Source: an optimization exercise on an open RTL-to-GDS flow (aim: small area and a short achievable clock period). Production flows keep margins and buffers that such runs may drop.
For this run, only the layout was checked, not whether the RTL still works.

### design/flow/run.sh
#!/bin/bash
# synth_recipe.tcl (not shown) runs the flow's synth.tcl, then flattens the netlist and writes it again
# the make line also repeats each setting of config.mk as NAME=value (left out here)
make -C /OpenROAD-flow-scripts/flow DESIGN_CONFIG=/design/flow/config.mk WORK_HOME=/design/flow/orfs CLKGATE_MAP_FILE= SYNTH_SCRIPT=/design/flow/synth_recipe.tcl finish
### design/flow/config.mk
export PLATFORM = sky130hd
export DESIGN_NAME = arith_encoder
export DESIGN_NICKNAME = arith_encoder
export VERILOG_FILES = /design/flow/design.v
export SDC_FILE = /design/flow/constraint.sdc
export NUM_CORES = 4
export LEC_CHECK = 0
export ABC_AREA = 1
export CAP_MARGIN = 20
export CORE_MARGIN = 2
export CORE_UTILIZATION = 40
export SLEW_MARGIN = 20
### design/flow/constraint.sdc
create_clock -name core_clock -period 9.0 [get_ports {general_clk}]
set_input_delay 1.8000 -clock core_clock [delete_from_list [all_inputs] [get_ports {general_clk}]]
set_output_delay 1.8000 -clock core_clock [all_outputs]
set_load 0.01 [all_outputs]
### design/flow/design.v
`timescale 1ns/1ps
module arith_encoder #(
  parameter int SYMBOL_WIDTH = 4
) (
  input  logic                    general_clk,
  input  logic                    reset,
  input  logic                    in_valid,
  input  logic [15:0]             fl,
  input  logic [15:0]             fh,
  input  logic [SYMBOL_WIDTH-1:0] symbol,
  input  logic [SYMBOL_WIDTH:0]   nsyms,
  input  logic                    bool_mode,
  output logic                    out_valid,
  output logic [15:0]             range_out,
  output logic [23:0]             low_out,
  output logic [4:0]              cnt_out,
  output logic [1:0]              bit_flag,
  output logic [15:0]             out_bit_1,
  output logic [15:0]             out_bit_2
);
  logic              vin;
  logic [9:0]        fl6, fh6;
  logic              first, sel_a, sel_c, sel_q;
  logic [5:0]        kd;        
  logic [4:0]        kdiff;     
  logic              kpos;
  logic [9:0]        m_p, m_q;
  logic              i_x, i_en, i_z;
  logic [10:0]       i_m2;
  logic [5:0]        i_k;
  logic [9:0]        i_n;
  logic [4:0]        i_o2;
  assign vin   = in_valid & ~reset;
  assign fl6   = fl[15:6];
  assign fh6   = fh[15:6];
  assign first = (fl == 16'h8000);
  assign sel_a = vin & bool_mode & symbol[0];
  assign sel_c = vin & ~bool_mode & ~first;
  assign sel_q = vin & ~(bool_mode & symbol[0]);    
  assign kd    = {1'b0, nsyms} - {2'b00, symbol};
  assign kpos  = ~kd[5] & (kd[4:0] != 5'd0);
  assign kdiff = kd[5] ? 5'd0 : kd[4:0];
  assign m_p  = sel_a ? fh6 : (sel_c ? fl6 : 10'd0);
  assign m_q  = sel_q ? fh6 : 10'd0;
  assign i_m2 = {1'b0, m_p} - {1'b0, m_q};
  assign i_x  = ~sel_a & ~sel_c;
  assign i_z  = ~sel_a & ~sel_c;
  assign i_en = sel_q & fh6[0] & ~(sel_c & fl6[0]);
  assign i_n  = sel_c ? fl6 : fh6;
  assign i_o2 = sel_c ? kdiff : 5'd1;
  always_comb begin
    if (sel_a)                i_k = 6'd1;
    else if (sel_c)           i_k = {5'd0, kpos};
    else if (!vin)            i_k = 6'd0;
    else if (bool_mode)       i_k = 6'h3f;
    else if (kpos)            i_k = 6'd1 - {1'b0, kdiff};
    else                      i_k = 6'd0;
  end
  logic              p_x, p_en, p_z;
  logic [10:0]       p_m2;
  logic [5:0]        p_k;
  logic [9:0]        p_n;
  logic [4:0]        p_o2;
  logic              v1, v2;
  always_ff @(posedge general_clk) begin
    p_x  <= i_x;
    p_en <= i_en;
    p_z  <= i_z;
    p_m2 <= i_m2;
    p_k  <= i_k;
    p_n  <= i_n;
    p_o2 <= i_o2;
  end
  logic [15:0] range_q;
  logic [7:0]  r8;
  logic [16:0] sum2;
  logic [15:0] raw;
  logic [15:0] add_next;
  logic [16:0] sum2n;
  assign r8 = range_q[15:8];
  wire lt_1, lt_2;
  assign lt_1 = (r8[7] & p_m2[0]) ^ (r8[6] & p_m2[1]);
  assign lt_2 = (r8[7] & p_m2[0]) & (r8[6] & p_m2[1]);
  wire lt_3, lt_4;
  assign lt_3 = (r8[7] & p_m2[1]) ^ (r8[6] & p_m2[2]) ^ (r8[5] & p_m2[3]);
  assign lt_4 = ((r8[7] & p_m2[1]) ^ (r8[6] & p_m2[2])) ? (r8[5] & p_m2[3]) : (r8[7] & p_m2[1]);
  wire lt_5, lt_6;
  assign lt_5 = (r8[4] & p_m2[4]) ^ (r8[3] & p_m2[5]);
  assign lt_6 = (r8[4] & p_m2[4]) & (r8[3] & p_m2[5]);
  wire lt_7, lt_8;
  assign lt_7 = (r8[7] & p_m2[2]) ^ (r8[6] & p_m2[3]) ^ (r8[5] & p_m2[4]);
  assign lt_8 = ((r8[7] & p_m2[2]) ^ (r8[6] & p_m2[3])) ? (r8[5] & p_m2[4]) : (r8[7] & p_m2[2]);
  wire lt_9, lt_10;
  assign lt_9 = (r8[4] & p_m2[5]) ^ (r8[3] & p_m2[6]);
  assign lt_10 = (r8[4] & p_m2[5]) & (r8[3] & p_m2[6]);
  wire lt_11, lt_12;
  assign lt_11 = (r8[7] & p_m2[3]) ^ (r8[6] & p_m2[4]) ^ (r8[5] & p_m2[5]);
  assign lt_12 = ((r8[7] & p_m2[3]) ^ (r8[6] & p_m2[4])) ? (r8[5] & p_m2[5]) : (r8[7] & p_m2[3]);
  wire lt_13, lt_14;
  assign lt_13 = (r8[4] & p_m2[0]) ^ (r8[3] & p_m2[1]);
  assign lt_14 = (r8[4] & p_m2[0]) & (r8[3] & p_m2[1]);
  wire lt_15, lt_16;
  assign lt_15 = (r8[5] & p_m2[0]) ^ (r8[4] & p_m2[1]) ^ (r8[3] & p_m2[2]);
  assign lt_16 = ((r8[5] & p_m2[0]) ^ (r8[4] & p_m2[1])) ? (r8[3] & p_m2[2]) : (r8[5] & p_m2[0]);
  wire lt_17, lt_18;
  assign lt_17 = (r8[2] & p_m2[3]) ^ (r8[1] & p_m2[4]);
  assign lt_18 = (r8[2] & p_m2[3]) & (r8[1] & p_m2[4]);
  wire lt_19, lt_20;
  assign lt_19 = (r8[6] & p_m2[0]) ^ (r8[5] & p_m2[1]) ^ (r8[4] & p_m2[2]);
  assign lt_20 = ((r8[6] & p_m2[0]) ^ (r8[5] & p_m2[1])) ? (r8[4] & p_m2[2]) : (r8[6] & p_m2[0]);
  wire lt_21, lt_22;
  assign lt_21 = (r8[3] & p_m2[3]) ^ (r8[2] & p_m2[4]) ^ (r8[1] & p_m2[5]);
  assign lt_22 = ((r8[3] & p_m2[3]) ^ (r8[2] & p_m2[4])) ? (r8[1] & p_m2[5]) : (r8[3] & p_m2[3]);
  wire lt_23, lt_24;
  assign lt_23 = (r8[0] & p_m2[6]) ^ (range_q[5] & p_x);
  assign lt_24 = (r8[0] & p_m2[6]) & (range_q[5] & p_x);
  wire lt_25, lt_26;
  assign lt_25 = (r8[5] & p_m2[2]) ^ (r8[4] & p_m2[3]) ^ (r8[3] & p_m2[4]);
  assign lt_26 = ((r8[5] & p_m2[2]) ^ (r8[4] & p_m2[3])) ? (r8[3] & p_m2[4]) : (r8[5] & p_m2[2]);
  wire lt_27, lt_28;
  assign lt_27 = (r8[2] & p_m2[5]) ^ (r8[1] & p_m2[6]) ^ (r8[0] & p_m2[7]);
  assign lt_28 = ((r8[2] & p_m2[5]) ^ (r8[1] & p_m2[6])) ? (r8[0] & p_m2[7]) : (r8[2] & p_m2[5]);
  wire lt_29, lt_30;
  assign lt_29 = (range_q[6] & p_x) ^ p_k[4] ^ lt_1;
  assign lt_30 = ((range_q[6] & p_x) ^ p_k[4]) ? lt_1 : (range_q[6] & p_x);
  wire lt_31, lt_32;
  assign lt_31 = (r8[2] & p_m2[6]) ^ (r8[1] & p_m2[7]) ^ (r8[0] & p_m2[8]);
  assign lt_32 = ((r8[2] & p_m2[6]) ^ (r8[1] & p_m2[7])) ? (r8[0] & p_m2[8]) : (r8[2] & p_m2[6]);
  wire lt_33, lt_34;
  assign lt_33 = (range_q[7] & p_x) ^ ~p_k[5] ^ 1'b1;
  assign lt_34 = ((range_q[7] & p_x) ^ ~p_k[5]) ? 1'b1 : (range_q[7] & p_x);
  wire lt_35, lt_36;
  assign lt_35 = lt_3 ^ lt_5 ^ lt_2;
  assign lt_36 = (lt_3 ^ lt_5) ? lt_2 : lt_3;
  wire lt_37, lt_38;
  assign lt_37 = (r8[2] & p_m2[7]) ^ (r8[1] & p_m2[8]) ^ (r8[0] & p_m2[9]);
  assign lt_38 = ((r8[2] & p_m2[7]) ^ (r8[1] & p_m2[8])) ? (r8[0] & p_m2[9]) : (r8[2] & p_m2[7]);
  wire lt_39, lt_40;
  assign lt_39 = (range_q[8] & p_x) ^ 1'b1 ^ lt_7;
  assign lt_40 = ((range_q[8] & p_x) ^ 1'b1) ? lt_7 : (range_q[8] & p_x);
  wire lt_41, lt_42;
  assign lt_41 = lt_9 ^ lt_4 ^ lt_6;
  assign lt_42 = (lt_9 ^ lt_4) ? lt_6 : lt_9;
  wire lt_43, lt_44;
  assign lt_43 = (r8[4] & p_m2[6]) ^ (r8[3] & p_m2[7]) ^ (r8[2] & p_m2[8]);
  assign lt_44 = ((r8[4] & p_m2[6]) ^ (r8[3] & p_m2[7])) ? (r8[2] & p_m2[8]) : (r8[4] & p_m2[6]);
  wire lt_45, lt_46;
  assign lt_45 = (r8[1] & p_m2[9]) ^ ~(r8[0] & p_m2[10]) ^ (range_q[9] & p_x);
  assign lt_46 = ((r8[1] & p_m2[9]) ^ ~(r8[0] & p_m2[10])) ? (range_q[9] & p_x) : (r8[1] & p_m2[9]);
  wire lt_47, lt_48;
  assign lt_47 = lt_11 ^ lt_8 ^ lt_10;
  assign lt_48 = (lt_11 ^ lt_8) ? lt_10 : lt_11;
  wire lt_49, lt_50;
  assign lt_49 = (r8[7] & p_m2[4]) ^ (r8[6] & p_m2[5]) ^ (r8[5] & p_m2[6]);
  assign lt_50 = ((r8[7] & p_m2[4]) ^ (r8[6] & p_m2[5])) ? (r8[5] & p_m2[6]) : (r8[7] & p_m2[4]);
  wire lt_51, lt_52;
  assign lt_51 = (r8[4] & p_m2[7]) ^ (r8[3] & p_m2[8]) ^ (r8[2] & p_m2[9]);
  assign lt_52 = ((r8[4] & p_m2[7]) ^ (r8[3] & p_m2[8])) ? (r8[2] & p_m2[9]) : (r8[4] & p_m2[7]);
  wire lt_53, lt_54;
  assign lt_53 = ~(r8[1] & p_m2[10]) ^ (range_q[10] & p_x) ^ lt_12;
  assign lt_54 = (~(r8[1] & p_m2[10]) ^ (range_q[10] & p_x)) ? lt_12 : ~(r8[1] & p_m2[10]);
  wire lt_55, lt_56;
  assign lt_55 = (r8[7] & p_m2[5]) ^ (r8[6] & p_m2[6]) ^ (r8[5] & p_m2[7]);
  assign lt_56 = ((r8[7] & p_m2[5]) ^ (r8[6] & p_m2[6])) ? (r8[5] & p_m2[7]) : (r8[7] & p_m2[5]);
  wire lt_57, lt_58;
  assign lt_57 = (r8[4] & p_m2[8]) ^ (r8[3] & p_m2[9]) ^ ~(r8[2] & p_m2[10]);
  assign lt_58 = ((r8[4] & p_m2[8]) ^ (r8[3] & p_m2[9])) ? ~(r8[2] & p_m2[10]) : (r8[4] & p_m2[8]);
  wire lt_59, lt_60;
  assign lt_59 = (r8[7] & p_m2[6]) ^ (r8[6] & p_m2[7]) ^ (r8[5] & p_m2[8]);
  assign lt_60 = ((r8[7] & p_m2[6]) ^ (r8[6] & p_m2[7])) ? (r8[5] & p_m2[8]) : (r8[7] & p_m2[6]);
  wire lt_61, lt_62;
  assign lt_61 = (r8[3] & p_m2[0]) ^ (r8[2] & p_m2[1]) ^ (r8[1] & p_m2[2]);
  assign lt_62 = ((r8[3] & p_m2[0]) ^ (r8[2] & p_m2[1])) ? (r8[1] & p_m2[2]) : (r8[3] & p_m2[0]);
  wire lt_63, lt_64;
  assign lt_63 = (r8[2] & p_m2[2]) ^ (r8[1] & p_m2[3]) ^ (r8[0] & p_m2[4]);
  assign lt_64 = ((r8[2] & p_m2[2]) ^ (r8[1] & p_m2[3])) ? (r8[0] & p_m2[4]) : (r8[2] & p_m2[2]);
  wire lt_65, lt_66;
  assign lt_65 = (range_q[3] & p_x) ^ p_k[1];
  assign lt_66 = (range_q[3] & p_x) & p_k[1];
  wire lt_67, lt_68;
  assign lt_67 = (r8[0] & p_m2[5]) ^ (range_q[4] & p_x) ^ p_k[2];
  assign lt_68 = ((r8[0] & p_m2[5]) ^ (range_q[4] & p_x)) ? p_k[2] : (r8[0] & p_m2[5]);
  wire lt_69, lt_70;
  assign lt_69 = lt_15 ^ lt_17 ^ lt_14;
  assign lt_70 = (lt_15 ^ lt_17) ? lt_14 : lt_15;
  wire lt_71, lt_72;
  assign lt_71 = p_k[3] ^ lt_19 ^ lt_21;
  assign lt_72 = (p_k[3] ^ lt_19) ? lt_21 : p_k[3];
  wire lt_73, lt_74;
  assign lt_73 = lt_23 ^ lt_16 ^ lt_18;
  assign lt_74 = (lt_23 ^ lt_16) ? lt_18 : lt_23;
  wire lt_75, lt_76;
  assign lt_75 = lt_25 ^ lt_27 ^ lt_29;
  assign lt_76 = (lt_25 ^ lt_27) ? lt_29 : lt_25;
  wire lt_77, lt_78;
  assign lt_77 = lt_20 ^ lt_22 ^ lt_24;
  assign lt_78 = (lt_20 ^ lt_22) ? lt_24 : lt_20;
  wire lt_79, lt_80;
  assign lt_79 = lt_31 ^ lt_33 ^ lt_35;
  assign lt_80 = (lt_31 ^ lt_33) ? lt_35 : lt_31;
  wire lt_81, lt_82;
  assign lt_81 = lt_26 ^ lt_28 ^ lt_30;
  assign lt_82 = (lt_26 ^ lt_28) ? lt_30 : lt_26;
  wire lt_83, lt_84;
  assign lt_83 = lt_37 ^ lt_39 ^ lt_41;
  assign lt_84 = (lt_37 ^ lt_39) ? lt_41 : lt_37;
  wire lt_85, lt_86;
  assign lt_85 = lt_32 ^ lt_34 ^ lt_36;
  assign lt_86 = (lt_32 ^ lt_34) ? lt_36 : lt_32;
  wire lt_87, lt_88;
  assign lt_87 = lt_43 ^ lt_45 ^ lt_47;
  assign lt_88 = (lt_43 ^ lt_45) ? lt_47 : lt_43;
  wire lt_89, lt_90;
  assign lt_89 = lt_38 ^ lt_40 ^ lt_42;
  assign lt_90 = (lt_38 ^ lt_40) ? lt_42 : lt_38;
  wire lt_91, lt_92;
  assign lt_91 = lt_49 ^ lt_51 ^ lt_53;
  assign lt_92 = (lt_49 ^ lt_51) ? lt_53 : lt_49;
  wire lt_93, lt_94;
  assign lt_93 = lt_44 ^ lt_46 ^ lt_48;
  assign lt_94 = (lt_44 ^ lt_46) ? lt_48 : lt_44;
  wire lt_95, lt_96;
  assign lt_95 = (range_q[11] & p_x) ^ lt_55 ^ lt_57;
  assign lt_96 = ((range_q[11] & p_x) ^ lt_55) ? lt_57 : (range_q[11] & p_x);
  wire lt_97, lt_98;
  assign lt_97 = lt_50 ^ lt_52 ^ lt_54;
  assign lt_98 = (lt_50 ^ lt_52) ? lt_54 : lt_50;
  wire lt_99, lt_100;
  assign lt_99 = (r8[4] & p_m2[9]) ^ ~(r8[3] & p_m2[10]) ^ (range_q[12] & p_x);
  assign lt_100 = ((r8[4] & p_m2[9]) ^ ~(r8[3] & p_m2[10])) ? (range_q[12] & p_x) : (r8[4] & p_m2[9]);
  wire lt_101, lt_102;
  assign lt_101 = lt_59 ^ lt_56 ^ lt_58;
  assign lt_102 = (lt_59 ^ lt_56) ? lt_58 : lt_59;
  wire lt_103, lt_104;
  assign lt_103 = (r8[7] & p_m2[7]) ^ (r8[6] & p_m2[8]) ^ (r8[5] & p_m2[9]);
  assign lt_104 = ((r8[7] & p_m2[7]) ^ (r8[6] & p_m2[8])) ? (r8[5] & p_m2[9]) : (r8[7] & p_m2[7]);
  wire lt_105, lt_106;
  assign lt_105 = ~(r8[4] & p_m2[10]) ^ (range_q[13] & p_x) ^ lt_60;
  assign lt_106 = (~(r8[4] & p_m2[10]) ^ (range_q[13] & p_x)) ? lt_60 : ~(r8[4] & p_m2[10]);
  wire lt_107, lt_108;
  assign lt_107 = (r8[7] & p_m2[8]) ^ (r8[6] & p_m2[9]) ^ ~(r8[5] & p_m2[10]);
  assign lt_108 = ((r8[7] & p_m2[8]) ^ (r8[6] & p_m2[9])) ? ~(r8[5] & p_m2[10]) : (r8[7] & p_m2[8]);
  wire lt_109, lt_110;
  assign lt_109 = (r8[1] & p_m2[0]) ^ (r8[0] & p_m2[1]);
  assign lt_110 = (r8[1] & p_m2[0]) & (r8[0] & p_m2[1]);
  wire lt_111, lt_112;
  assign lt_111 = (r8[2] & p_m2[0]) ^ (r8[1] & p_m2[1]) ^ (r8[0] & p_m2[2]);
  assign lt_112 = ((r8[2] & p_m2[0]) ^ (r8[1] & p_m2[1])) ? (r8[0] & p_m2[2]) : (r8[2] & p_m2[0]);
  wire lt_113, lt_114;
  assign lt_113 = (r8[0] & p_m2[3]) ^ (range_q[2] & p_x) ^ p_k[0];
  assign lt_114 = ((r8[0] & p_m2[3]) ^ (range_q[2] & p_x)) ? p_k[0] : (r8[0] & p_m2[3]);
  wire lt_115, lt_116;
  assign lt_115 = lt_13 ^ lt_63 ^ lt_65;
  assign lt_116 = (lt_13 ^ lt_63) ? lt_65 : lt_13;
  wire lt_117, lt_118;
  assign lt_117 = lt_67 ^ lt_69 ^ lt_64;
  assign lt_118 = (lt_67 ^ lt_69) ? lt_64 : lt_67;
  wire lt_119, lt_120;
  assign lt_119 = lt_71 ^ lt_73 ^ lt_68;
  assign lt_120 = (lt_71 ^ lt_73) ? lt_68 : lt_71;
  wire lt_121, lt_122;
  assign lt_121 = lt_75 ^ lt_77 ^ lt_72;
  assign lt_122 = (lt_75 ^ lt_77) ? lt_72 : lt_75;
  wire lt_123, lt_124;
  assign lt_123 = lt_79 ^ lt_81 ^ lt_76;
  assign lt_124 = (lt_79 ^ lt_81) ? lt_76 : lt_79;
  wire lt_125, lt_126;
  assign lt_125 = lt_83 ^ lt_85 ^ lt_80;
  assign lt_126 = (lt_83 ^ lt_85) ? lt_80 : lt_83;
  wire lt_127, lt_128;
  assign lt_127 = lt_87 ^ lt_89 ^ lt_84;
  assign lt_128 = (lt_87 ^ lt_89) ? lt_84 : lt_87;
  wire lt_129, lt_130;
  assign lt_129 = lt_91 ^ lt_93 ^ lt_88;
  assign lt_130 = (lt_91 ^ lt_93) ? lt_88 : lt_91;
  wire lt_131, lt_132;
  assign lt_131 = lt_95 ^ lt_97 ^ lt_92;
  assign lt_132 = (lt_95 ^ lt_97) ? lt_92 : lt_95;
  wire lt_133, lt_134;
  assign lt_133 = lt_99 ^ lt_101 ^ lt_96;
  assign lt_134 = (lt_99 ^ lt_101) ? lt_96 : lt_99;
  wire lt_135, lt_136;
  assign lt_135 = lt_103 ^ lt_105 ^ lt_100;
  assign lt_136 = (lt_103 ^ lt_105) ? lt_100 : lt_103;
  wire lt_137, lt_138;
  assign lt_137 = (range_q[14] & p_x) ^ lt_107 ^ lt_104;
  assign lt_138 = ((range_q[14] & p_x) ^ lt_107) ? lt_104 : (range_q[14] & p_x);
  wire lt_139, lt_140;
  assign lt_139 = (r8[7] & p_m2[9]) ^ ~(r8[6] & p_m2[10]) ^ (range_q[15] & p_x);
  assign lt_140 = ((r8[7] & p_m2[9]) ^ ~(r8[6] & p_m2[10])) ? (range_q[15] & p_x) : (r8[7] & p_m2[9]);
  wire lt_141, lt_142;
  assign lt_141 = (range_q[0] & p_x) ^ (p_en & r8[0]);
  assign lt_142 = (range_q[0] & p_x) & (p_en & r8[0]);
  wire lt_143, lt_144;
  assign lt_143 = (range_q[1] & p_x) ^ lt_111 ^ lt_110;
  assign lt_144 = ((range_q[1] & p_x) ^ lt_111) ? lt_110 : (range_q[1] & p_x);
  wire lt_145, lt_146;
  assign lt_145 = lt_61 ^ lt_113 ^ lt_112;
  assign lt_146 = (lt_61 ^ lt_113) ? lt_112 : lt_61;
  wire lt_147, lt_148;
  assign lt_147 = lt_62 ^ lt_115 ^ lt_114;
  assign lt_148 = (lt_62 ^ lt_115) ? lt_114 : lt_62;
  wire lt_149, lt_150;
  assign lt_149 = lt_66 ^ lt_117 ^ lt_116;
  assign lt_150 = (lt_66 ^ lt_117) ? lt_116 : lt_66;
  wire lt_151, lt_152;
  assign lt_151 = lt_70 ^ lt_119 ^ lt_118;
  assign lt_152 = (lt_70 ^ lt_119) ? lt_118 : lt_70;
  wire lt_153, lt_154;
  assign lt_153 = lt_74 ^ lt_121 ^ lt_120;
  assign lt_154 = (lt_74 ^ lt_121) ? lt_120 : lt_74;
  wire lt_155, lt_156;
  assign lt_155 = lt_78 ^ lt_123 ^ lt_122;
  assign lt_156 = (lt_78 ^ lt_123) ? lt_122 : lt_78;
  wire lt_157, lt_158;
  assign lt_157 = lt_82 ^ lt_125 ^ lt_124;
  assign lt_158 = (lt_82 ^ lt_125) ? lt_124 : lt_82;
  wire lt_159, lt_160;
  assign lt_159 = lt_86 ^ lt_127 ^ lt_126;
  assign lt_160 = (lt_86 ^ lt_127) ? lt_126 : lt_86;
  wire lt_161, lt_162;
  assign lt_161 = lt_90 ^ lt_129 ^ lt_128;
  assign lt_162 = (lt_90 ^ lt_129) ? lt_128 : lt_90;
  wire lt_163, lt_164;
  assign lt_163 = lt_94 ^ lt_131 ^ lt_130;
  assign lt_164 = (lt_94 ^ lt_131) ? lt_130 : lt_94;
  wire lt_165, lt_166;
  assign lt_165 = lt_98 ^ lt_133 ^ lt_132;
  assign lt_166 = (lt_98 ^ lt_133) ? lt_132 : lt_98;
  wire lt_167, lt_168;
  assign lt_167 = lt_102 ^ lt_135 ^ lt_134;
  assign lt_168 = (lt_102 ^ lt_135) ? lt_134 : lt_102;
  wire lt_169, lt_170;
  assign lt_169 = lt_106 ^ lt_137 ^ lt_136;
  assign lt_170 = (lt_106 ^ lt_137) ? lt_136 : lt_106;
  wire lt_171, lt_172;
  assign lt_171 = lt_108 ^ lt_139 ^ lt_138;
  assign lt_172 = (lt_108 ^ lt_139) ? lt_138 : lt_108;
  wire [16:0] lt_a, lt_b;
  assign lt_a = {lt_171, lt_169, lt_167, lt_165, lt_163, lt_161, lt_159, lt_157, lt_155, lt_153, lt_151, lt_149, lt_147, lt_145, lt_143, lt_109, 1'b0};
  assign lt_b = {lt_170, lt_168, lt_166, lt_164, lt_162, lt_160, lt_158, lt_156, lt_154, lt_152, lt_150, lt_148, lt_146, lt_144, lt_142, lt_141, 1'b0};
  assign sum2 = lt_a + lt_b;
  assign raw  = sum2[16:1];
  wire at_1, at_2;
  assign at_1 = range_q[6] ^ ~p_o2[4];
  assign at_2 = range_q[6] & ~p_o2[4];
  wire at_3, at_4;
  assign at_3 = range_q[7] ^ ~(r8[7] & p_n[1]);
  assign at_4 = range_q[7] & ~(r8[7] & p_n[1]);
  wire at_5, at_6;
  assign at_5 = range_q[8] ^ ~(r8[7] & p_n[2]);
  assign at_6 = range_q[8] & ~(r8[7] & p_n[2]);
  wire at_7, at_8;
  assign at_7 = range_q[9] ^ ~(r8[7] & p_n[3]);
  assign at_8 = range_q[9] & ~(r8[7] & p_n[3]);
  wire at_9, at_10;
  assign at_9 = range_q[2] ^ ~p_o2[0];
  assign at_10 = range_q[2] & ~p_o2[0];
  wire at_11, at_12;
  assign at_11 = range_q[3] ^ ~p_o2[1] ^ ~(r8[4] & p_n[0]);
  assign at_12 = (range_q[3] ^ ~p_o2[1]) ? ~(r8[4] & p_n[0]) : range_q[3];
  wire at_13, at_14;
  assign at_13 = range_q[4] ^ ~p_o2[2] ^ ~(r8[5] & p_n[0]);
  assign at_14 = (range_q[4] ^ ~p_o2[2]) ? ~(r8[5] & p_n[0]) : range_q[4];
  wire at_15, at_16;
  assign at_15 = ~(r8[4] & p_n[1]) ^ ~(r8[3] & p_n[2]);
  assign at_16 = ~(r8[4] & p_n[1]) & ~(r8[3] & p_n[2]);
  wire at_17, at_18;
  assign at_17 = range_q[5] ^ ~p_o2[3] ^ ~(r8[6] & p_n[0]);
  assign at_18 = (range_q[5] ^ ~p_o2[3]) ? ~(r8[6] & p_n[0]) : range_q[5];
  wire at_19, at_20;
  assign at_19 = ~(r8[5] & p_n[1]) ^ ~(r8[4] & p_n[2]) ^ ~(r8[3] & p_n[3]);
  assign at_20 = (~(r8[5] & p_n[1]) ^ ~(r8[4] & p_n[2])) ? ~(r8[3] & p_n[3]) : ~(r8[5] & p_n[1]);
  wire at_21, at_22;
  assign at_21 = ~(r8[2] & p_n[4]) ^ ~(r8[1] & p_n[5]);
  assign at_22 = ~(r8[2] & p_n[4]) & ~(r8[1] & p_n[5]);
  wire at_23, at_24;
  assign at_23 = ~(r8[7] & p_n[0]) ^ ~(r8[6] & p_n[1]) ^ ~(r8[5] & p_n[2]);
  assign at_24 = (~(r8[7] & p_n[0]) ^ ~(r8[6] & p_n[1])) ? ~(r8[5] & p_n[2]) : ~(r8[7] & p_n[0]);
  wire at_25, at_26;
  assign at_25 = ~(r8[4] & p_n[3]) ^ ~(r8[3] & p_n[4]) ^ ~(r8[2] & p_n[5]);
  assign at_26 = (~(r8[4] & p_n[3]) ^ ~(r8[3] & p_n[4])) ? ~(r8[2] & p_n[5]) : ~(r8[4] & p_n[3]);
  wire at_27, at_28;
  assign at_27 = ~(r8[1] & p_n[6]) ^ ~(r8[0] & p_n[7]) ^ at_1;
  assign at_28 = (~(r8[1] & p_n[6]) ^ ~(r8[0] & p_n[7])) ? at_1 : ~(r8[1] & p_n[6]);
  wire at_29, at_30;
  assign at_29 = ~(r8[6] & p_n[2]) ^ ~(r8[5] & p_n[3]) ^ ~(r8[4] & p_n[4]);
  assign at_30 = (~(r8[6] & p_n[2]) ^ ~(r8[5] & p_n[3])) ? ~(r8[4] & p_n[4]) : ~(r8[6] & p_n[2]);
  wire at_31, at_32;
  assign at_31 = ~(r8[3] & p_n[5]) ^ ~(r8[2] & p_n[6]) ^ ~(r8[1] & p_n[7]);
  assign at_32 = (~(r8[3] & p_n[5]) ^ ~(r8[2] & p_n[6])) ? ~(r8[1] & p_n[7]) : ~(r8[3] & p_n[5]);
  wire at_33, at_34;
  assign at_33 = ~(r8[0] & p_n[8]) ^ at_3 ^ at_2;
  assign at_34 = (~(r8[0] & p_n[8]) ^ at_3) ? at_2 : ~(r8[0] & p_n[8]);
  wire at_35, at_36;
  assign at_35 = ~(r8[6] & p_n[3]) ^ ~(r8[5] & p_n[4]) ^ ~(r8[4] & p_n[5]);
  assign at_36 = (~(r8[6] & p_n[3]) ^ ~(r8[5] & p_n[4])) ? ~(r8[4] & p_n[5]) : ~(r8[6] & p_n[3]);
  wire at_37, at_38;
  assign at_37 = ~(r8[3] & p_n[6]) ^ ~(r8[2] & p_n[7]) ^ ~(r8[1] & p_n[8]);
  assign at_38 = (~(r8[3] & p_n[6]) ^ ~(r8[2] & p_n[7])) ? ~(r8[1] & p_n[8]) : ~(r8[3] & p_n[6]);
  wire at_39, at_40;
  assign at_39 = ~(r8[0] & p_n[9]) ^ at_5 ^ at_4;
  assign at_40 = (~(r8[0] & p_n[9]) ^ at_5) ? at_4 : ~(r8[0] & p_n[9]);
  wire at_41, at_42;
  assign at_41 = ~(r8[6] & p_n[4]) ^ ~(r8[5] & p_n[5]) ^ ~(r8[4] & p_n[6]);
  assign at_42 = (~(r8[6] & p_n[4]) ^ ~(r8[5] & p_n[5])) ? ~(r8[4] & p_n[6]) : ~(r8[6] & p_n[4]);
  wire at_43, at_44;
  assign at_43 = ~(r8[3] & p_n[7]) ^ ~(r8[2] & p_n[8]) ^ ~(r8[1] & p_n[9]);
  assign at_44 = (~(r8[3] & p_n[7]) ^ ~(r8[2] & p_n[8])) ? ~(r8[1] & p_n[9]) : ~(r8[3] & p_n[7]);
  wire at_45, at_46;
  assign at_45 = 1'b1 ^ at_7 ^ at_6;
  assign at_46 = (1'b1 ^ at_7) ? at_6 : 1'b1;
  wire at_47, at_48;
  assign at_47 = range_q[10] ^ ~(r8[7] & p_n[4]) ^ ~(r8[6] & p_n[5]);
  assign at_48 = (range_q[10] ^ ~(r8[7] & p_n[4])) ? ~(r8[6] & p_n[5]) : range_q[10];
  wire at_49, at_50;
  assign at_49 = ~(r8[5] & p_n[6]) ^ ~(r8[4] & p_n[7]) ^ ~(r8[3] & p_n[8]);
  assign at_50 = (~(r8[5] & p_n[6]) ^ ~(r8[4] & p_n[7])) ? ~(r8[3] & p_n[8]) : ~(r8[5] & p_n[6]);
  wire at_51, at_52;
  assign at_51 = ~(r8[2] & p_n[9]) ^ at_8;
  assign at_52 = ~(r8[2] & p_n[9]) & at_8;
  wire at_53, at_54;
  assign at_53 = range_q[11] ^ ~(r8[7] & p_n[5]) ^ ~(r8[6] & p_n[6]);
  assign at_54 = (range_q[11] ^ ~(r8[7] & p_n[5])) ? ~(r8[6] & p_n[6]) : range_q[11];
  wire at_55, at_56;
  assign at_55 = ~(r8[5] & p_n[7]) ^ ~(r8[4] & p_n[8]);
  assign at_56 = ~(r8[5] & p_n[7]) & ~(r8[4] & p_n[8]);
  wire at_57, at_58;
  assign at_57 = range_q[12] ^ ~(r8[7] & p_n[6]);
  assign at_58 = range_q[12] & ~(r8[7] & p_n[6]);
  wire at_59, at_60;
  assign at_59 = ~(r8[3] & p_n[0]) ^ ~(r8[2] & p_n[1]) ^ ~(r8[1] & p_n[2]);
  assign at_60 = (~(r8[3] & p_n[0]) ^ ~(r8[2] & p_n[1])) ? ~(r8[1] & p_n[2]) : ~(r8[3] & p_n[0]);
  wire at_61, at_62;
  assign at_61 = ~(r8[3] & p_n[1]) ^ ~(r8[2] & p_n[2]) ^ ~(r8[1] & p_n[3]);
  assign at_62 = (~(r8[3] & p_n[1]) ^ ~(r8[2] & p_n[2])) ? ~(r8[1] & p_n[3]) : ~(r8[3] & p_n[1]);
  wire at_63, at_64;
  assign at_63 = ~(r8[0] & p_n[4]) ^ at_11;
  assign at_64 = ~(r8[0] & p_n[4]) & at_11;
  wire at_65, at_66;
  assign at_65 = ~(r8[2] & p_n[3]) ^ ~(r8[1] & p_n[4]) ^ ~(r8[0] & p_n[5]);
  assign at_66 = (~(r8[2] & p_n[3]) ^ ~(r8[1] & p_n[4])) ? ~(r8[0] & p_n[5]) : ~(r8[2] & p_n[3]);
  wire at_67, at_68;
  assign at_67 = at_13 ^ at_15 ^ at_12;
  assign at_68 = (at_13 ^ at_15) ? at_12 : at_13;
  wire at_69, at_70;
  assign at_69 = ~(r8[0] & p_n[6]) ^ at_17 ^ at_19;
  assign at_70 = (~(r8[0] & p_n[6]) ^ at_17) ? at_19 : ~(r8[0] & p_n[6]);
  wire at_71, at_72;
  assign at_71 = at_21 ^ at_14 ^ at_16;
  assign at_72 = (at_21 ^ at_14) ? at_16 : at_21;
  wire at_73, at_74;
  assign at_73 = at_23 ^ at_25 ^ at_27;
  assign at_74 = (at_23 ^ at_25) ? at_27 : at_23;
  wire at_75, at_76;
  assign at_75 = at_18 ^ at_20 ^ at_22;
  assign at_76 = (at_18 ^ at_20) ? at_22 : at_18;
  wire at_77, at_78;
  assign at_77 = at_29 ^ at_31 ^ at_33;
  assign at_78 = (at_29 ^ at_31) ? at_33 : at_29;
  wire at_79, at_80;
  assign at_79 = at_24 ^ at_26 ^ at_28;
  assign at_80 = (at_24 ^ at_26) ? at_28 : at_24;
  wire at_81, at_82;
  assign at_81 = at_35 ^ at_37 ^ at_39;
  assign at_82 = (at_35 ^ at_37) ? at_39 : at_35;
  wire at_83, at_84;
  assign at_83 = at_30 ^ at_32 ^ at_34;
  assign at_84 = (at_30 ^ at_32) ? at_34 : at_30;
  wire at_85, at_86;
  assign at_85 = at_41 ^ at_43 ^ at_45;
  assign at_86 = (at_41 ^ at_43) ? at_45 : at_41;
  wire at_87, at_88;
  assign at_87 = at_36 ^ at_38 ^ at_40;
  assign at_88 = (at_36 ^ at_38) ? at_40 : at_36;
  wire at_89, at_90;
  assign at_89 = at_47 ^ at_49 ^ at_51;
  assign at_90 = (at_47 ^ at_49) ? at_51 : at_47;
  wire at_91, at_92;
  assign at_91 = at_42 ^ at_44 ^ at_46;
  assign at_92 = (at_42 ^ at_44) ? at_46 : at_42;
  wire at_93, at_94;
  assign at_93 = ~(r8[3] & p_n[9]) ^ at_53 ^ at_55;
  assign at_94 = (~(r8[3] & p_n[9]) ^ at_53) ? at_55 : ~(r8[3] & p_n[9]);
  wire at_95, at_96;
  assign at_95 = at_48 ^ at_50 ^ at_52;
  assign at_96 = (at_48 ^ at_50) ? at_52 : at_48;
  wire at_97, at_98;
  assign at_97 = ~(r8[6] & p_n[7]) ^ ~(r8[5] & p_n[8]) ^ ~(r8[4] & p_n[9]);
  assign at_98 = (~(r8[6] & p_n[7]) ^ ~(r8[5] & p_n[8])) ? ~(r8[4] & p_n[9]) : ~(r8[6] & p_n[7]);
  wire at_99, at_100;
  assign at_99 = at_57 ^ at_54 ^ at_56;
  assign at_100 = (at_57 ^ at_54) ? at_56 : at_57;
  wire at_101, at_102;
  assign at_101 = range_q[13] ^ ~(r8[7] & p_n[7]) ^ ~(r8[6] & p_n[8]);
  assign at_102 = (range_q[13] ^ ~(r8[7] & p_n[7])) ? ~(r8[6] & p_n[8]) : range_q[13];
  wire at_103, at_104;
  assign at_103 = ~(r8[5] & p_n[9]) ^ at_58;
  assign at_104 = ~(r8[5] & p_n[9]) & at_58;
  wire at_105, at_106;
  assign at_105 = range_q[14] ^ ~(r8[7] & p_n[8]);
  assign at_106 = range_q[14] & ~(r8[7] & p_n[8]);
  wire at_107, at_108;
  assign at_107 = range_q[1] ^ ~(r8[2] & p_n[0]);
  assign at_108 = range_q[1] & ~(r8[2] & p_n[0]);
  wire at_109, at_110;
  assign at_109 = ~(r8[0] & p_n[3]) ^ 1'b1 ^ at_9;
  assign at_110 = (~(r8[0] & p_n[3]) ^ 1'b1) ? at_9 : ~(r8[0] & p_n[3]);
  wire at_111, at_112;
  assign at_111 = at_10 ^ at_61 ^ at_63;
  assign at_112 = (at_10 ^ at_61) ? at_63 : at_10;
  wire at_113, at_114;
  assign at_113 = at_65 ^ at_67 ^ at_62;
  assign at_114 = (at_65 ^ at_67) ? at_62 : at_65;
  wire at_115, at_116;
  assign at_115 = at_69 ^ at_71 ^ at_66;
  assign at_116 = (at_69 ^ at_71) ? at_66 : at_69;
  wire at_117, at_118;
  assign at_117 = at_73 ^ at_75 ^ at_70;
  assign at_118 = (at_73 ^ at_75) ? at_70 : at_73;
  wire at_119, at_120;
  assign at_119 = at_77 ^ at_79 ^ at_74;
  assign at_120 = (at_77 ^ at_79) ? at_74 : at_77;
  wire at_121, at_122;
  assign at_121 = at_81 ^ at_83 ^ at_78;
  assign at_122 = (at_81 ^ at_83) ? at_78 : at_81;
  wire at_123, at_124;
  assign at_123 = at_85 ^ at_87 ^ at_82;
  assign at_124 = (at_85 ^ at_87) ? at_82 : at_85;
  wire at_125, at_126;
  assign at_125 = at_89 ^ at_91 ^ at_86;
  assign at_126 = (at_89 ^ at_91) ? at_86 : at_89;
  wire at_127, at_128;
  assign at_127 = at_93 ^ at_95 ^ at_90;
  assign at_128 = (at_93 ^ at_95) ? at_90 : at_93;
  wire at_129, at_130;
  assign at_129 = at_97 ^ at_99 ^ at_94;
  assign at_130 = (at_97 ^ at_99) ? at_94 : at_97;
  wire at_131, at_132;
  assign at_131 = at_101 ^ at_103 ^ at_98;
  assign at_132 = (at_101 ^ at_103) ? at_98 : at_101;
  wire at_133, at_134;
  assign at_133 = ~(r8[6] & p_n[9]) ^ at_105 ^ at_102;
  assign at_134 = (~(r8[6] & p_n[9]) ^ at_105) ? at_102 : ~(r8[6] & p_n[9]);
  wire at_135, at_136;
  assign at_135 = range_q[15] ^ ~(r8[7] & p_n[9]);
  assign at_136 = range_q[15] & ~(r8[7] & p_n[9]);
  wire at_137, at_138;
  assign at_137 = range_q[0] ^ ~(r8[1] & p_n[0]);
  assign at_138 = range_q[0] & ~(r8[1] & p_n[0]);
  wire at_139, at_140;
  assign at_139 = ~(r8[1] & p_n[1]) ^ ~(r8[0] & p_n[2]) ^ at_107;
  assign at_140 = (~(r8[1] & p_n[1]) ^ ~(r8[0] & p_n[2])) ? at_107 : ~(r8[1] & p_n[1]);
  wire at_141, at_142;
  assign at_141 = at_59 ^ at_109 ^ at_108;
  assign at_142 = (at_59 ^ at_109) ? at_108 : at_59;
  wire at_143, at_144;
  assign at_143 = at_60 ^ at_111 ^ at_110;
  assign at_144 = (at_60 ^ at_111) ? at_110 : at_60;
  wire at_145, at_146;
  assign at_145 = at_64 ^ at_113 ^ at_112;
  assign at_146 = (at_64 ^ at_113) ? at_112 : at_64;
  wire at_147, at_148;
  assign at_147 = at_68 ^ at_115 ^ at_114;
  assign at_148 = (at_68 ^ at_115) ? at_114 : at_68;
  wire at_149, at_150;
  assign at_149 = at_72 ^ at_117 ^ at_116;
  assign at_150 = (at_72 ^ at_117) ? at_116 : at_72;
  wire at_151, at_152;
  assign at_151 = at_76 ^ at_119 ^ at_118;
  assign at_152 = (at_76 ^ at_119) ? at_118 : at_76;
  wire at_153, at_154;
  assign at_153 = at_80 ^ at_121 ^ at_120;
  assign at_154 = (at_80 ^ at_121) ? at_120 : at_80;
  wire at_155, at_156;
  assign at_155 = at_84 ^ at_123 ^ at_122;
  assign at_156 = (at_84 ^ at_123) ? at_122 : at_84;
  wire at_157, at_158;
  assign at_157 = at_88 ^ at_125 ^ at_124;
  assign at_158 = (at_88 ^ at_125) ? at_124 : at_88;
  wire at_159, at_160;
  assign at_159 = at_92 ^ at_127 ^ at_126;
  assign at_160 = (at_92 ^ at_127) ? at_126 : at_92;
  wire at_161, at_162;
  assign at_161 = at_96 ^ at_129 ^ at_128;
  assign at_162 = (at_96 ^ at_129) ? at_128 : at_96;
  wire at_163, at_164;
  assign at_163 = at_100 ^ at_131 ^ at_130;
  assign at_164 = (at_100 ^ at_131) ? at_130 : at_100;
  wire at_165, at_166;
  assign at_165 = at_104 ^ at_133 ^ at_132;
  assign at_166 = (at_104 ^ at_133) ? at_132 : at_104;
  wire at_167, at_168;
  assign at_167 = at_106 ^ at_135 ^ at_134;
  assign at_168 = (at_106 ^ at_135) ? at_134 : at_106;
  wire [16:0] at_a, at_b;
  assign at_a = {at_167, at_165, at_163, at_161, at_159, at_157, at_155, at_153, at_151, at_149, at_147, at_145, at_143, at_141, at_139, ~(r8[0] & p_n[1]), 1'b0};
  assign at_b = {at_166, at_164, at_162, at_160, at_158, at_156, at_154, at_152, at_150, at_148, at_146, at_144, at_142, at_140, at_138, at_137, 1'b0};
  assign sum2n    = at_a + at_b;
  assign add_next = p_z ? 16'd0 : sum2n[16:1];
  logic       z8, z4, z2, z1, raw_zero;
  logic [15:0] t1, t2, t3, range_next;
  logic [3:0]  d_next;
  assign z8 = ~|raw[15:8];
  assign t1 = z8 ? {raw[7:0], 8'd0} : raw;
  assign z4 = ~|t1[15:12];
  assign t2 = z4 ? {t1[11:0], 4'd0} : t1;
  assign z2 = ~|t2[15:14];
  assign t3 = z2 ? {t2[13:0], 2'd0} : t2;
  assign z1 = ~t3[15];
  assign range_next = z1 ? {t3[14:0], 1'b0} : t3;
  assign raw_zero = ~|raw;
  assign d_next = (raw_zero | reset) ? 4'd0 : {z8, z4, z2, z1};
  logic [3:0]  d_q;
  always_ff @(posedge general_clk) begin
    if (reset) range_q <= 16'd32768;
    else       range_q <= range_next;
    d_q <= d_next;
  end
  logic [23:0] sum_q;
  logic [3:0]  cq;
  logic [4:0]  e_sum;        
  logic        emit1, emit2;
  logic [2:0]  f_sum;        
  logic [23:0] low_shl;
  logic [23:0] low_next;
  logic [23:0] sum_next;
  logic [3:0]  cq_next;
  logic [7:0]  keep_hi;
  logic [24:0] win_src;
  logic [23:0] win;
  assign e_sum   = {1'b0, cq} + {1'b0, d_q};
  assign emit1   = e_sum >= 5'd9;
  assign emit2   = e_sum >= 5'd17;
  assign f_sum   = e_sum[2:0] - 3'd1;    
  always_comb begin
    case (f_sum)
      3'd0: keep_hi = 8'h00;
      3'd1: keep_hi = 8'h01;
      3'd2: keep_hi = 8'h03;
      3'd3: keep_hi = 8'h07;
      3'd4: keep_hi = 8'h0f;
      3'd5: keep_hi = 8'h1f;
      3'd6: keep_hi = 8'h3f;
      default: keep_hi = 8'h7f;
    endcase
    if (!emit1) keep_hi = 8'hff;
  end
  assign low_shl  = sum_q << d_q;
  assign low_next = low_shl & {keep_hi, 16'hffff};
  assign cq_next  = emit1 ? {1'b0, f_sum} + 4'd1 : e_sum[3:0];
  assign sum_next = low_next + {8'd0, add_next};
  assign win_src = {sum_q, 1'b0};
  assign win     = 24'(win_src >> cq);
  always_ff @(posedge general_clk) begin
    if (reset) begin
      sum_q <= '0;
      cq    <= '0;
      v1    <= 1'b0;
      v2    <= 1'b0;
    end else begin
      sum_q <= sum_next;
      cq    <= cq_next;
      v1    <= vin;
      v2    <= v1;
    end
  end
  assign out_valid = v2;
  assign range_out = range_q;
  assign low_out   = low_next;
  assign cnt_out   = {1'b0, cq_next} - 5'd9;
  assign bit_flag  = {emit2, emit1 & ~emit2};
  assign out_bit_1 = win[23:8];
  assign out_bit_2 = {8'd0, win[7:0]};
endmodule
==> reports/results.ini <==
[yosys]
yosys_warnings = 1
yosysMostFrequentCell = nand2_1
synth-seq-cells = 84
ys_top_cells_by_count = nand2_1, inv_1, o21ai_0
yosysSeqAreaShare_pct = 12.2
postSynthCellCount = 2365
postSynthAreaPerCell_sq_um = 5.85
synth-edff-count = 0
yosysTopAreaCell = nand2_1
synth.top_cells.by_area = nand2_1, dfxtp_1, ha_1
synthArstFlopShare_pct = 0
synth_area_sq_um = 13800
synth_top_area_share_pct = 18.7
ys.flop_type = dfxtp_1
ys_types = 62

[cts]
clk_pin_slew_ps = 60
root_buffer = clkbuf_16
hold_buffers = 0
cts_max_path_buffers = 2
cts_setup_buffers = 0
clk_latency_ps = 360
cts_htree_levels = 3
cts_tree = yes
clock-sinks = 84
cts_made_buffers = 9
ctsResizeCount = 0

[job]
max_cap_violations = 0

[detailed_routing]
vias = 14900
ant_nets = 0
drc = 0
first_pass_iters = 5
drtIter0Drc = 899
wl_per_cell_um = 14.3
routed_wl_mm = 41.1
drt-vias-per-instance = 5.16

[layout]
drive_gt1_share_pct = 4.58
stdcell_count = 2878
final_area_sq_um = 15500
fillers = 3628
n_antenna_cell = 0
areaGrowthSynthToFinish_pct = 12.2
seq_area_sq_um = 1680
multi_input_area_sq_um = 10600
final_nets = 2569

[critical_path]
ff2ff_setup_slack_ps = 2210
crit_top_cell = nand2_1
regToRegEndpoint = range_q[1]
arrival_ps = 7070
critPathLaunchType = flop
cpMaxStageDelayCell = dfxtp_1
worst_setup_path_end_kind = flop
max_stage_delay_ps = 1010
critPathRequiredTime_ps = 9290
worst-path-max-fanout = 19
reg2reg_from = range_q[14]
crit_end = range_q[1]
reg2reg_depth = 30
path_class = flop to flop
setup.worst_path.start = range_q[14]

[timing]
rsz0062_at_grt = no
period_needed_ps = 6790
max_freq_mhz = 147
setup-tns-final_ps = 0
finClkSkew_ps = 12.7
worst_pin_slew_ps = 1050
drv_slew = 0
slew_headroom_pct = 29.9
report.final.setup_viol = 0
min_period_over_period_pct = 75.4
final_hold_viol_count = 0

[worst_hold_path]
min_path_cells = 2
hold_class = flop to flop
worstHoldStart = v1

[die]
design.die.area_sq_um = 36100
die_y_um = 190
core_sq_um = 34300
ios = 125
fp-row-count = 68
start_util_pct = 40.3
die_x_um = 190

[placement]
place_inst = 2862
numPortBuffers = 110
placed_cell_area_sq_um = 15200
routabilityCongestion = 0.912
dp_hpwl_mm = 33.5

[global_route]
grt_max_degree = 47
antenna_found_initial = 0
grt_pass1_vias = 14000
grt_pass1_wl_mm = 68.0
grt.total_usage_pct = 23.3
grt-ovfl-total = 0

[status]
status = finished clean

cells in the final DEF, fill, tap and decap left out, types with 4 or more instances in the layout:
master / synthesis / routed
a21boi_0: 4 / 4
a21o_1: 16 / 16
a21oi_1: 137 / 137
a31oi_1: 11 / 11
and2_1: 4 / 4
and3_1: 4 / 4
buf_4: 14 / 12
clkbuf_16: 0 / 9
clkdlybuf4s50_1: 0 / 110
clkinv_1: 4 / 4
conb_1: 1 / 8
dfxtp_1: 84 / 84
fa_1: 9 / 9
ha_1: 97 / 97
inv_1: 289 / 289
inv_2: 5 / 5
maj3_1: 9 / 9
mux2i_1: 27 / 27
nand2_1: 690 / 690
nand2_2: 17 / 17
nand3_1: 108 / 108
nand3_2: 7 / 7
nand3b_1: 5 / 5
nand4_1: 25 / 25
nor2_1: 176 / 176
nor3_1: 13 / 13
nor4_1: 7 / 7
o211ai_1: 8 / 8
o21a_1: 7 / 7
o21ai_0: 228 / 228
o21ai_1: 11 / 11
o21bai_1: 6 / 6
o22ai_1: 21 / 21
o31ai_1: 4 / 4
or2_2: 32 / 32
xnor2_1: 55 / 55
xor2_1: 118 / 118
layer usage:
layer  GRT usage (%)  vias to the layer above  share of wire (%)
met4            9.21                        0                3.3
met2            40.0                      376                 46
met1            29.5                     6651                 46
li1                -                     7740                  -
met5               0                        -                  0
met3            3.03                       89                5.0
per-stage QoR:
step / setup WS (ps) / hold slack [ps] / util, %
after detailed placement: 2230 / 425 / 44.3
after global routing: 1490 / 455 / 45.2
after floorplan: 3200 / 388 / -
after global placement: 2310 / 414 / 44.3
after CTS: 2200 / 434 / 45.2
final: 2210 / 430 / 45.2
worst max-delay path: cells and delay by family, from the launching register on:
family	cells	cell delay [ps]
AND/OR/NAND/NOR	18	2280
AO/OA/AOI/OAI	5	1530
flip-flops	1	1010
adder cells (fa/ha/maj)	2	860
XOR/XNOR	3	570
buffers and inverters	2	450
cell families after synthesis:
group	Yosys count	share of synthesized area, %
simple gates	1109	34.2
compound gates	469	18.6
buf+inv	386	11.2
xor+xnor	174	11.1
fa+ha+maj	115	10.7
flops	84	12.2
mux	27	1.95
other cells	1	0.0271
worst min-delay path by stage:
stage / to / slack (ps)
2_1_floorplan: v2 / 390
3_3_place_gp: v2 / 410
3_5_place_dp: v2 / 420
4_1_cts: v2 / 430
5_1_grt: v2 / 460
6_report: v2 / 430
layout make-up:
class | instances | share of cell area (%)
Clock buffer | 9 | 1.45
Clock inverter | 7 | 0.621
Inverter | 299 | 7.25
Multi-Input combinational cell | 1902 | 68.5
Sequential cell | 84 | 10.8
Tap cell | 455 | 3.67
Timing Repair Buffer | 122 | 7.68
flip-flops by register name, summed over array words and instances, names as in the netlist, 4 cells and up:
name     flops
cq           4
d_q          4
p_k          6
p_m2        11
p_n         10
p_o2         5
range_q     16
sum_q       24

==> re-timing with driven ports <==
No port has a modelled driver above. Below, the same layout with a new extraction and two added sets of constraints.
Step 1 assumes that a clkbuf_16 drives the clock port and a buf_2 every other input.
Step 2 moves the port delays by t, midway between the first and last clock arrival at a register: inputs arrive t later, outputs are due t later. That takes back most of the time a late clock gives input paths.
a / b / c = ideal ports / drivers / drivers and shift; a / b = the first two.
shift t [ns]: 0.400
slack for setup (ns): 2.213 / 2.213 / 2.213
worst setup path at the end: register to register
After both steps setup and hold are still met in this run. The setup slack of this run moves by 0.000 ns with the drivers and by 0.000 ns with both steps.
